This design comes from an exercise in tuning for small area, a short achievable clock period and few clock cycles on the open sky130 flow, not from production work.

// battery_gauge_level_tracker
module battery_gauge_level_tracker (
  input  logic        clk_i,
  input  logic        rst_ni,
  input  logic        in_valid_i,
  output logic        in_ready_o,
  input  logic [57:0] in_data_i,
  output logic        out_valid_o,
  input  logic        out_ready_i,
  output logic [10:0] out_data_o
);
Size in the first run: ~1700 cells after synthesis, ~220 flip-flops, roughly 75 I/O pins, roughly 17000 sq um of cells after synthesis.
Settings: LEC_CHECK=0, CAP_MARGIN=20, CORE_MARGIN=2, CORE_UTILIZATION=40, CTS_BUF_LIST=sky130_fd_sc_hd__clkbuf_16, CTS_CLUSTER_DIAMETER=100, CTS_CLUSTER_SIZE=30, SLEW_MARGIN=20; clock period 12.0 ns.
standard.sh (not shown) runs the stock make flow with config.mk's settings and CLKGATE_MAP_FILE= SYNTH_SCRIPT=/design/flow/synth_recipe.tcl, a recipe that flattens the netlist after the stock synthesis.
==> flow/flow/run.sh <==
#!/bin/bash
# Layout: the standard flow (standard.sh, unchanged synthesis) with two settings changed:
# the port buffers are sky130_fd_sc_hd__buf_2 cells, and timing repair aims for 6.5 ns of
# setup slack at the design's 12 ns period. make's full output goes to layout.log here.
set -euo pipefail
export BUFFER_PORTS_ARGS="-buffer_cell sky130_fd_sc_hd__buf_2"
bash standard.sh SETUP_SLACK_MARGIN=6.5 finish > layout.log 2>&1
Then changed:
--- a/flow/design.v
+++ b/flow/design.v
@@ -84,21 +84,21 @@
     g = a & b;
     p = a ^ b;
     gg = g;
     gg[0] = g[0] | (p[0] & cin);
     pp = p;
     for (int l = 0; (1 << l) < W; l++)
       for (int i = (2 << l) - 1; i < W; i += (2 << l)) begin
         gg[i] = gg[i] | (pp[i] & gg[i - (1 << l)]);
         pp[i] = pp[i] & pp[i - (1 << l)];
       end
-    for (int l = $clog2(W) - 2; l >= 0; l--)
+    for (int l = 4; l >= 0; l--)   
       for (int i = 3 * (1 << l) - 1; i < W; i += (2 << l)) begin
         gg[i] = gg[i] | (pp[i] & gg[i - (1 << l)]);
         pp[i] = pp[i] & pp[i - (1 << l)];
       end
     c[0] = cin;
     for (int k = 0; k < W; k++) c[k + 1] = gg[k];
     s = p ^ c[W-1:0];
     cout = c[W];
   end
 endmodule
@@ -141,22 +141,21 @@
   output logic        in_ready_o,
   input  logic [57:0] in_data_i,
   output logic        out_valid_o,
   input  logic        out_ready_i,
   output logic [10:0] out_data_o
 );
   localparam logic [1:0] K_DIV = 2'd0;    
   localparam logic [1:0] K_CONST = 2'd1;  
   localparam logic [1:0] K_KEEP = 2'd2;   
   localparam logic [1:0] K_NOP = 2'd3;    
-  logic out_valid_q, adv_q;    
-  assign adv_q = !out_valid_q || out_ready_i;
+  logic adv_q;    
   assign in_ready_o = adv_q;
   logic signed [7:0] temp;
   logic [15:0] vin, curin;
   logic [10:0] vq;
   logic [14:0] cq;
   logic [1:0]  rng;
   logic [2:0]  seed_in;
   assign temp = in_data_i[38:31];
   assign vin = in_data_i[54:39];
   assign curin = in_data_i[30:15];
@@ -355,41 +354,64 @@
     if (adv_q) begin
       e_ctl_q <= c_ctl_q; e_quo_q <= quo_d;
     end
   end
   logic       e_chg, e_sw;
   logic [1:0] e_kind;
   logic [2:0] e_band;
   assign {e_chg, e_sw, e_kind, e_band} = e_ctl_q;
   logic [6:0] dpct_q, disp_q;
   logic [6:0] lrep_q;
-  logic       rep_q;
-  logic [2:0] oband_q;
-  logic [6:0] base, qv, p;
+  logic [6:0] base, qv, p, disp_n;
   logic [6:0] lrep_e;
-  logic       rep;
+  logic       rep, push;
   always_comb begin
     base = e_chg ? bgl_pkg::cbase(e_band) : bgl_pkg::dtop(e_band);
     qv = (e_kind == K_DIV) ? {2'd0, e_quo_q} : 7'd0;
     p = e_chg ? (base + qv) : (base - qv);
     if (e_kind == K_KEEP) p = (e_chg || dpct_q < 7'd80) ? 7'd100 : dpct_q;
     lrep_e = e_sw ? 7'd127 : lrep_q;
     rep = (e_kind != K_NOP) && (p != lrep_e);
+    disp_n = (rep && (e_chg ? (p > disp_q) : (p < disp_q))) ? p : disp_q;
   end
+  assign push = adv_q && e_valid_q;
   always_ff @(posedge clk_i or negedge rst_ni) begin
     if (!rst_ni) begin
-      out_valid_q <= 1'b0; dpct_q <= 7'd0; lrep_q <= 7'd0;
-      disp_q <= 7'd100; rep_q <= 1'b0; oband_q <= 3'd4;
-    end else if (adv_q) begin
-      out_valid_q <= e_valid_q;
-      if (e_valid_q) begin
-        if (!e_chg) dpct_q <= p;
-        lrep_q <= rep ? p : lrep_e;
-        if (rep && (e_chg ? (p > disp_q) : (p < disp_q))) disp_q <= p;
-        rep_q <= rep;
-        oband_q <= e_band;
+      dpct_q <= 7'd0; lrep_q <= 7'd0; disp_q <= 7'd100;
+    end else if (push) begin
+      if (!e_chg) dpct_q <= p;
+      lrep_q <= rep ? p : lrep_e;
+      disp_q <= disp_n;
+    end
+  end
+  logic        h_valid_q, k_valid_q, take;
+  logic [10:0] h_data_q, k_data_q, res;
+  assign res = {disp_n, e_band, rep};
+  assign take = h_valid_q && out_ready_i;
+  always_ff @(posedge clk_i or negedge rst_ni) begin
+    if (!rst_ni) begin
+      h_valid_q <= 1'b0; k_valid_q <= 1'b0; adv_q <= 1'b1;
+    end else begin
+      if (take) begin
+        h_valid_q <= k_valid_q || push;
+        k_valid_q <= k_valid_q && push;
+        adv_q <= 1'b1;
+      end else begin
+        h_valid_q <= h_valid_q || push;
+        k_valid_q <= k_valid_q || (h_valid_q && push);
+        adv_q <= !(h_valid_q && (k_valid_q || push));
       end
     end
   end
-  assign out_valid_o = out_valid_q;
-  assign out_data_o = {disp_q, oband_q, rep_q};
+  always_ff @(posedge clk_i) begin
+    if (take) begin
+      if (k_valid_q) h_data_q <= k_data_q;
+      else h_data_q <= res;
+      k_data_q <= res;
+    end else begin
+      if (!h_valid_q) h_data_q <= res;
+      else if (!k_valid_q) k_data_q <= res;
+    end
+  end
+  assign out_valid_o = h_valid_q;
+  assign out_data_o = h_data_q;
 endmodule
Outcome:
- The changed run completed with no timing, DRC or antenna violations
- worst setup slack is about the same
- first-iteration DRC count increases by 51%
- core utilization is about the same
- area after synthesis increases by 5.8%
- count of clock-buffer cells in the layout increases by 2
- via count increases by 6.0%
- non-clock buffer count decreases by 11
- design area increases by 5.8%
- maximum frequency hardly moves
- flip-flop and latch count increases by 20
No functional check of the RTL was part of any run of this note.

==> afterwards: timing with drivers on the ports <==
No port has a modelled driver above. Below, the same layouts with a new extraction and two added sets of constraints. Step 1 (the two cells are an assumption about what drives the block):
set clk [get_ports {clk_i}]
set_driving_cell -lib_cell sky130_fd_sc_hd__clkbuf_16 $clk
set_driving_cell -lib_cell sky130_fd_sc_hd__buf_2 [delete_from_list [all_inputs] $clk]
Step 2, shift: input delay + t, output delay - t, t = (earliest + latest rising clock arrival at the registers) / 2. This alone moves slack from input paths to output paths. a / b / c = ideal / step 1 / step 2; a / b = the first two.
| run | t (ns) | setup slack, ns | latest minus earliest clock arrival (ns) |
|---|---|---|---|
| the first run | 0.530 | 6.486 / 6.486 / 6.486 | 0.017 / 0.017 |
| the second run | 0.550 | 6.483 / 6.483 / 6.483 | 0.032 / 0.033 |
After both steps every run listed still meets setup and hold.
